Background: an optimization exercise with open tools, aiming at small area and a short achievable clock period. Do not read the settings as production practice. Where RTL was checked, it was by simulation tests only, not by an equivalence proof against the original. Power figures rest on the tool's default switching activity, not on a simulated workload.

Design st_source, start of the top module:
module st_source (
   input  logic                          clk,
   input  logic                          reset,
   input  logic                          psel,
   input  logic                          penable,
   input  logic                          pwrite,
   input  st_source_pkg::apb_addr_t      paddr,
   input  logic [31:0]                   pwdata,
   output logic [31:0]                   prdata,
   output logic                          pready,
   output logic                          pslverr,
   output logic                          src_valid,
   output st_source_pkg::st_data_t       src_data,
   output st_source_pkg::st_channel_t    src_channel,
   output logic                          src_sop,
   output logic                          src_eop,
   input  logic                          src_ready
);
clock: 5.0 ns
lec_check: 0
cap_margin: 20
core_margin: 2
core_utilization: 40
setup_slack_margin: 2.5
slew_margin: 20
run.sh (not shown) runs the stock make flow with config.mk's settings and CLKGATE_MAP_FILE= SYNTH_SCRIPT=/design/flow/synth_recipe.tcl, a recipe that flattens the netlist after the stock synthesis.
Rerun with:
--- a/flow/design.v
+++ b/flow/design.v
@@ -83,36 +83,49 @@
    logic [iw+bw-1:0]  tmem [16];
    logic [3:0]        t_wr, t_rd;
    logic [4:0]        t_cnt, t_cnt_n;
    logic              t_push, t_pop;
    logic [iw+bw-1:0]  t_head;
    assign t_push = sel_data && !t_cnt[4];
    assign t_head = tmem[t_rd];
    always_comb begin
       t_cnt_n = t_cnt;
       if (t_push && !t_pop)      t_cnt_n = t_cnt + 1'b1;
       else if (t_pop && !t_push) t_cnt_n = t_cnt - 1'b1;
    end
-   always_ff @(posedge clk) begin
-      if (t_push) begin
-         tmem[t_wr] <= {ctrl_idles, ctrl_sop, ctrl_eop, ctrl_channel, pwdata};
+   logic [15:0]       wsel, wsel_n;
+   logic [3:0]        t_wr_n;
+   assign t_wr_n = t_push ? t_wr + 1'b1 : t_wr;
+   always_comb begin
+      wsel_n = '0;
+      wsel_n[t_wr_n] = !t_cnt_n[4];
+   end
+   always_ff @(posedge clk or posedge reset) begin
+      if (reset) wsel <= 16'd1;
+      else       wsel <= wsel_n;
+   end
+   always_ff @(posedge clk) begin
+      for (int i = 0; i < 16; i++) begin
+         if (sel_data && wsel[i]) begin
+            tmem[i] <= {ctrl_idles, ctrl_sop, ctrl_eop, ctrl_channel, pwdata};
+         end
       end
    end
    always_ff @(posedge clk or posedge reset) begin
       if (reset) begin
          t_wr  <= '0;
          t_rd  <= '0;
          t_cnt <= '0;
       end else begin
-         if (t_push) t_wr <= t_wr + 1'b1;
+         t_wr  <= t_wr_n;
          if (t_pop)  t_rd <= t_rd + 1'b1;
          t_cnt <= t_cnt_n;
       end
    end
    logic [bw-1:0]  beat_q;
    logic           valid_q, valid_n;
    logic           counting, counting_n;
    logic [iw-1:0]  idle_cnt;
    logic           head_iz;
    logic           last_idle;
    logic           accept;
    assign accept    = valid_q && src_ready;
@@ -191,39 +204,54 @@
       r_ne_n  = r_ne;
       if (r_push && !r_pop) begin
          r_cnt_n = r_cnt + 1'b1;
          r_ne_n  = 1'b1;
       end else if (r_pop && !r_push) begin
          r_cnt_n = r_cnt - 1'b1;
          r_ne_n  = (r_cnt != 5'd1);
       end
       if (from_mem)     r_head_n = rmem[r_rd];
       else if (to_head) r_head_n = stall_cnt;
       else              r_head_n = r_head;
    end
-   always_ff @(posedge clk) begin
-      if (to_mem) begin
-         rmem[r_wr] <= stall_cnt;
+   logic [15:0]    rwsel, rwsel_n;
+   logic [3:0]     r_wr_n;
+   logic           r_pop_n;
+   assign r_wr_n  = !to_mem ? r_wr : (r_wr == 4'd14) ? 4'd0 : r_wr + 1'b1;
+   assign r_pop_n = setup && a_resp && r_ne_n;
+   always_comb begin
+      rwsel_n = '0;
+      rwsel_n[r_wr_n] = valid_n && !r_cnt_n[4] && (r_cnt_n != 5'd0) && !((r_cnt_n == 5'd1) && r_pop_n);
+   end
+   always_ff @(posedge clk or posedge reset) begin
+      if (reset) rwsel <= '0;
+      else       rwsel <= rwsel_n;
+   end
+   always_ff @(posedge clk) begin
+      for (int i = 0; i < 15; i++) begin
+         if (src_ready && rwsel[i]) begin
+            rmem[i] <= stall_cnt;
+         end
       end
       r_head <= r_head_n;
    end
    always_ff @(posedge clk or posedge reset) begin
       if (reset) begin
          r_wr  <= '0;
          r_rd  <= '0;
          r_cnt <= '0;
          r_ne  <= 1'b0;
          ovf_q <= 1'b0;
       end else begin
-         if (to_mem)   r_wr <= (r_wr == 4'd14) ? 4'd0 : r_wr + 1'b1;
+         r_wr  <= r_wr_n;
          if (from_mem) r_rd <= (r_rd == 4'd14) ? 4'd0 : r_rd + 1'b1;
          r_cnt <= r_cnt_n;
          r_ne  <= r_ne_n;
          ovf_q <= ovf_n;
       end
    end
    logic complete_n;
    logic complete_q;
    logic err_data_q;
    assign complete_n = (t_cnt_n == '0) && !valid_n && !counting_n;
    always_ff @(posedge clk or posedge reset) begin
       if (reset) begin
- The new run completed with no timing, DRC or antenna violations
- synthesized cell count grows by about 24%
- total power shrinks by about 20%
- final cell count goes up by about 15%
- routed wire length rose by 28%
- setup slack loses 0.30 ns
- critical path depth climbs by 3
- register-to-register slack loses 0.30 ns
- area after synthesis barely changes
- non-clock buffer count is higher by 116
- maximum frequency went down by about 10%
No functional check of the RTL was part of the second run of this note.

========
tundra:
The RTL this note starts from:
==> flow/design.v <==
package st_source_pkg;
   localparam int data_w    = 32;
   localparam int channel_w = 4;
   localparam int idle_w    = 8;
   localparam int lat_w     = 16;
   localparam int txn_depth  = 16;
   localparam int resp_depth = 16;
   localparam int level_w    = 5;
   localparam int addr_w = 4;
   typedef logic [data_w-1:0]    st_data_t;
   typedef logic [channel_w-1:0] st_channel_t;
   typedef logic [idle_w-1:0]    idle_t;
   typedef logic [lat_w-1:0]     latency_t;
   typedef logic [addr_w-1:0]    apb_addr_t;
   localparam apb_addr_t reg_ctrl   = 4'h0;
   localparam apb_addr_t reg_data   = 4'h4;
   localparam apb_addr_t reg_status = 4'h8;
   localparam apb_addr_t reg_resp   = 4'hC;
   localparam int txn_w = idle_w + 2 + channel_w + data_w;
   typedef struct packed {
      idle_t       idles;
      logic        sop;
      logic        eop;
      st_channel_t channel;
      st_data_t    data;
   } st_txn_t;
endpackage
`timescale 1ns/1ps
module st_source (
   input  logic                          clk,
   input  logic                          reset,
   input  logic                          psel,
   input  logic                          penable,
   input  logic                          pwrite,
   input  st_source_pkg::apb_addr_t      paddr,
   input  logic [31:0]                   pwdata,
   output logic [31:0]                   prdata,
   output logic                          pready,
   output logic                          pslverr,
   output logic                          src_valid,
   output st_source_pkg::st_data_t       src_data,
   output st_source_pkg::st_channel_t    src_channel,
   output logic                          src_sop,
   output logic                          src_eop,
   input  logic                          src_ready
);
   localparam int dw = st_source_pkg::data_w;
   localparam int cw = st_source_pkg::channel_w;
   localparam int iw = st_source_pkg::idle_w;
   localparam int lw = st_source_pkg::lat_w;
   localparam int bw = dw + cw + 2;
   localparam int tw = iw + bw;
   logic          setup;
   logic          a_ctrl, a_data, a_status, a_resp;
   logic          sel_ctrl, sel_data, sel_resp, sel_status;
   assign setup    = psel && !penable;
   assign a_ctrl   =  pwrite && (paddr == st_source_pkg::reg_ctrl);
   assign a_data   =  pwrite && (paddr == st_source_pkg::reg_data);
   assign a_status = !pwrite && (paddr == st_source_pkg::reg_status);
   assign a_resp   = !pwrite && (paddr == st_source_pkg::reg_resp);
   always_ff @(posedge clk) begin
      sel_ctrl   <= setup && a_ctrl;
      sel_data   <= setup && a_data;
      sel_resp   <= setup && a_resp;
      sel_status <= setup && a_status;
   end
   assign pready = 1'b1;
   logic          ctrl_sop, ctrl_eop;
   st_source_pkg::st_channel_t   ctrl_channel;
   st_source_pkg::idle_t         ctrl_idles;
   always_ff @(posedge clk or posedge reset) begin
      if (reset) begin
         ctrl_sop     <= 1'b0;
         ctrl_eop     <= 1'b0;
         ctrl_channel <= '0;
         ctrl_idles   <= '0;
      end else if (sel_ctrl) begin
         ctrl_sop     <= pwdata[0];
         ctrl_eop     <= pwdata[1];
         ctrl_channel <= pwdata[7:4];
         ctrl_idles   <= pwdata[23:16];
      end
   end
   logic [tw-1:0]     tmem [15];
   logic [tw-1:0]     t_din, t_hd, t_mem_out;
   logic              t_hd_iz;
   logic [14:0]       t_woh;           
   logic [14:0]       t_roh;           
   logic [4:0]        t_cnt, t_cnt_n;
   logic              t_ne, t_one;     
   logic [14:0]       t_we;            
   logic              t_push, t_pop;
   logic              t_to_head, t_to_mem, t_from_mem;
   assign t_din      = {ctrl_idles, ctrl_sop, ctrl_eop, ctrl_channel, pwdata};
   assign t_push     = sel_data && !t_cnt[4];
   assign t_to_head  = t_push && (!t_ne || (t_one && t_pop));
   assign t_to_mem   = t_push && t_ne && !(t_one && t_pop);
   assign t_from_mem = t_pop && !t_one;
   always_comb begin
      t_mem_out = '0;
      for (int i = 0; i < 15; i++) t_mem_out = t_mem_out | ({tw{t_roh[i]}} & tmem[i]);
   end
   always_comb begin
      t_cnt_n = t_cnt;
      if (t_push && !t_pop)      t_cnt_n = t_cnt + 1'b1;
      else if (t_pop && !t_push) t_cnt_n = t_cnt - 1'b1;
   end
   always_ff @(posedge clk) begin
      for (int i = 0; i < 15; i++) begin
         if (t_we[i]) begin
            tmem[i] <= t_din;
         end
      end
      for (int i = 0; i < 15; i++) begin
         t_we[i] <= setup && a_data && (t_cnt_n != 5'd0) && !t_cnt_n[4] && t_woh[i];
      end
      if (t_from_mem) begin
         t_hd    <= t_mem_out;
         t_hd_iz <= (t_mem_out[bw +: iw] == '0);
      end else if (t_to_head) begin
         t_hd    <= t_din;
         t_hd_iz <= (ctrl_idles == '0);
      end
   end
   always_ff @(posedge clk or posedge reset) begin
      if (reset) begin
         t_woh <= 15'd1;
         t_roh <= 15'd1;
         t_cnt <= '0;
         t_ne  <= 1'b0;
         t_one <= 1'b0;
      end else begin
         if (t_to_mem)   t_woh <= {t_woh[13:0], t_woh[14]};
         if (t_from_mem) t_roh <= {t_roh[13:0], t_roh[14]};
         t_cnt <= t_cnt_n;
         t_ne  <= (t_cnt_n != 5'd0);
         t_one <= (t_cnt_n == 5'd1);
      end
   end
   logic [bw-1:0]  beat_q, beat_n;
   logic [bw-1:0]  port_q;             
   logic           valid_q, valid_n;
   logic           counting, counting_n;
   logic [iw-1:0]  idle_cnt;
   logic           last_idle;          
   logic           accept;
   assign accept = valid_q && src_ready;
   assign t_pop  = t_ne && !counting && (!valid_q || src_ready);
   assign beat_n = t_pop ? t_hd[bw-1:0] : beat_q;
   always_comb begin
      if (t_pop) begin
         valid_n    = t_hd_iz;
         counting_n = !t_hd_iz;
      end else if (counting) begin
         valid_n    = last_idle;
         counting_n = !last_idle;
      end else begin
         valid_n    = valid_q && !src_ready;
         counting_n = 1'b0;
      end
   end
   always_ff @(posedge clk) begin
      beat_q <= beat_n;
      if (t_pop) begin
         idle_cnt  <= t_hd[bw +: iw];
         last_idle <= (t_hd[bw +: iw] == iw'(1));
      end else begin
         idle_cnt  <= idle_cnt - 1'b1;
         last_idle <= (idle_cnt == iw'(2));
      end
   end
   always_ff @(posedge clk or posedge reset) begin
      if (reset) begin
         valid_q  <= 1'b0;
         counting <= 1'b0;
         port_q   <= '0;
      end else begin
         valid_q  <= valid_n;
         counting <= counting_n;
         port_q   <= {bw{valid_n}} & beat_n;
      end
   end
   assign src_valid   = valid_q;
   assign src_data    = port_q[dw-1:0];
   assign src_channel = port_q[dw +: cw];
   assign src_eop     = port_q[dw+cw];
   assign src_sop     = port_q[dw+cw+1];
   logic [lw-1:0]  stall_cnt;
   always_ff @(posedge clk) begin
      if (valid_q && !src_ready) begin
         stall_cnt <= (stall_cnt == '1) ? stall_cnt : stall_cnt + 1'b1;
      end else begin
         stall_cnt <= '0;
      end
   end
   logic [lw-1:0]  rmem [15];
   logic [lw-1:0]  r_head, r_head_n;
   logic [14:0]    r_woh;              
   logic [14:0]    r_roh;
   logic [lw-1:0]  r_mem_out;
   logic [4:0]     r_cnt, r_cnt_n;
   logic           r_ne, r_ne_n, r_one;
   logic [14:0]    r_wsel, r_woh_n;    
   logic           r_push, r_pop, r_pop_n;
   logic           r_to_head, r_to_mem, r_from_mem;
   logic           ovf_q, ovf_n;
   assign r_push     = accept && !r_cnt[4];
   assign r_pop      = sel_resp && r_ne;
   assign r_to_head  = r_push && (!r_ne || (r_one && r_pop));
   assign r_to_mem   = r_push && r_ne && !(r_one && r_pop);
   assign r_from_mem = r_pop && !r_one;
   assign ovf_n      = ovf_q || (accept && r_cnt[4]);
   assign r_pop_n    = setup && a_resp && r_ne_n;
   assign r_woh_n = r_to_mem ? {r_woh[13:0], r_woh[14]} : r_woh;
   always_comb begin
      r_cnt_n = r_cnt;
      if (r_push && !r_pop)      r_cnt_n = r_cnt + 1'b1;
      else if (r_pop && !r_push) r_cnt_n = r_cnt - 1'b1;
      r_ne_n = (r_cnt_n != 5'd0);
      r_mem_out = '0;
      for (int i = 0; i < 15; i++) r_mem_out = r_mem_out | ({lw{r_roh[i]}} & rmem[i]);
      if (r_from_mem)     r_head_n = r_mem_out;
      else if (r_to_head) r_head_n = stall_cnt;
      else                r_head_n = r_head;
   end
   always_ff @(posedge clk) begin
      for (int i = 0; i < 15; i++) begin
         if (src_ready && r_wsel[i]) begin
            rmem[i] <= stall_cnt;
         end
      end
      r_wsel <= {15{valid_n && !r_cnt_n[4] && r_ne_n && !((r_cnt_n == 5'd1) && r_pop_n)}} & r_woh_n;
      r_head <= r_head_n;
   end
   always_ff @(posedge clk or posedge reset) begin
      if (reset) begin
         r_woh <= 15'd1;
         r_roh <= 15'd1;
         r_cnt <= '0;
         r_ne  <= 1'b0;
         r_one <= 1'b0;
         ovf_q <= 1'b0;
      end else begin
         r_woh <= r_woh_n;
         if (r_from_mem) r_roh <= {r_roh[13:0], r_roh[14]};
         r_cnt <= r_cnt_n;
         r_ne  <= r_ne_n;
         r_one <= (r_cnt_n == 5'd1);
         ovf_q <= ovf_n;
      end
   end
   logic [17:0]   rdata_q;
   logic          complete_q;
   logic          err_data_q;
   always_ff @(posedge clk or posedge reset) begin
      if (reset) begin
         rdata_q    <= '0;
         err_data_q <= 1'b0;
         complete_q <= 1'b1;
      end else begin
         rdata_q <= '0;
         if (setup && a_status) begin
            rdata_q <= {ovf_n, 1'b0, 3'd0, r_cnt_n, 3'd0, t_cnt_n};
         end else if (setup && a_resp && r_ne_n) begin
            rdata_q <= {2'd0, r_head_n};
         end
         err_data_q <= setup && a_data && t_cnt_n[4];
         complete_q <= (t_cnt_n == '0) && !valid_n && !counting_n;
      end
   end
   assign prdata  = {14'd0, rdata_q[17], sel_status && complete_q, rdata_q[15:0]};
   assign pslverr = err_data_q || (sel_resp && !r_ne);
endmodule
export LEC_CHECK = 0
export CAP_MARGIN = 20
export CORE_MARGIN = 2
export CORE_UTILIZATION = 40
export CTS_BUF_LIST = sky130_fd_sc_hd__clkbuf_16
export CTS_CLUSTER_DIAMETER = 80
export CTS_CLUSTER_SIZE = 24
export SETUP_SLACK_MARGIN = 2.6
export SLEW_MARGIN = 20
create_clock -name core_clock -period 5.0 [get_ports {clk}]
tundra: no failed stages, no open violations at the end
#### Input delta (lagoon over tundra)
diff --git a/flow/design.v b/flow/design.v
--- a/flow/design.v
+++ b/flow/design.v
@@ -250,24 +250,31 @@
       end
    end
    logic [17:0]   rdata_q;
    logic          complete_q;
    logic          err_data_q;
+   logic [4:0]    s_t_cnt, s_r_cnt;
+   logic          s_r_ne;
+   logic [lw-1:0] s_r_head;
+   assign s_t_cnt  = t_cnt - 5'(t_pop);
+   assign s_r_cnt  = r_cnt + 5'(r_push);
+   assign s_r_ne   = r_ne || accept;
+   assign s_r_head = r_ne ? r_head : stall_cnt;
    always_ff @(posedge clk or posedge reset) begin
       if (reset) begin
          rdata_q    <= '0;
          err_data_q <= 1'b0;
          complete_q <= 1'b1;
       end else begin
          rdata_q <= '0;
          if (setup && a_status) begin
-            rdata_q <= {ovf_n, 1'b0, 3'd0, r_cnt_n, 3'd0, t_cnt_n};
-         end else if (setup && a_resp && r_ne_n) begin
-            rdata_q <= {2'd0, r_head_n};
+            rdata_q <= {ovf_n, 1'b0, 3'd0, s_r_cnt, 3'd0, s_t_cnt};
+         end else if (setup && a_resp && s_r_ne) begin
+            rdata_q <= {2'd0, s_r_head};
          end
-         err_data_q <= setup && a_data && t_cnt_n[4];
-         complete_q <= (t_cnt_n == '0) && !valid_n && !counting_n;
+         err_data_q <= setup && a_data && t_cnt[4] && !t_pop;
+         complete_q <= (s_t_cnt == '0) && !valid_n && !counting_n;
       end
    end
    assign prdata  = {14'd0, rdata_q[17], sel_status && complete_q, rdata_q[15:0]};
    assign pslverr = err_data_q || (sel_resp && !r_ne);
 endmodule
## What came out
In lagoon relative to tundra, number of clock buffers inserted by TritonCTS had gone down slightly.
Number of global-route vias before repair delta for lagoon relative to tundra: 361 higher
Compared to tundra, lagoon has synthesis-to-layout area growth 0.62 points lower.
On total detailed-routing wirelength, lagoon does worse than tundra.
lagoon was carried through to the last stage, and its layout satisfied the timing, DRC and antenna checks.
Number of clock buffer instances in the layout: lagoon lower than tundra
Compare lagoon and tundra | final clock period utilization by the worst path lower: tundra
From tundra to lagoon the numbers moved as follows: global-route wire length before repair increased 1.4%; final design area excluding fillers about even.
The RTL of lagoon was laid out without a check of its function.

## re-timing with driven ports
The results above use ideal ports. As a check the final layouts listed here were re-extracted and re-timed, cells and wires unchanged.
Step 1 assumes that a clkbuf_16 drives the clock port and a buf_2 every other input.
Step 2 times the ports against the registers' clock, not the clock port: input delays grow and output delays shrink by t, the midpoint of the rising clock arrivals with the driver on.
Slacks: ideal / step 1 / step 2; pairs: ideal / step 1.
| run | t (ns) | setup WS [ns] | worst setup path at the end | slew at the worst register clock pin (ns) | worst slew at a driven data input, ns |
|---|---|---|---|---|---|
| the first run of note 1 | 0.756 | 2.275 / 2.275 / 1.979 | input to register | 0.07 / 0.07 | 0.09 |
| the second run of note 1 | 0.780 | 1.974 / 1.974 / 1.323 | input to register | 0.07 / 0.07 | 0.15 |
| tundra | 0.757 | 2.539 / 2.475 / 1.936 | input to register | 0.10 / 0.10 | 0.13 |
| lagoon | 0.759 | 2.449 / 2.379 / 2.074 | input to register | 0.10 / 0.10 | 0.11 |
After both steps every run listed still meets setup and hold. For the second run of note 1, which loses most, drivers alone change the setup slack by 0.000 ns; drivers and shift together by -0.651 ns.
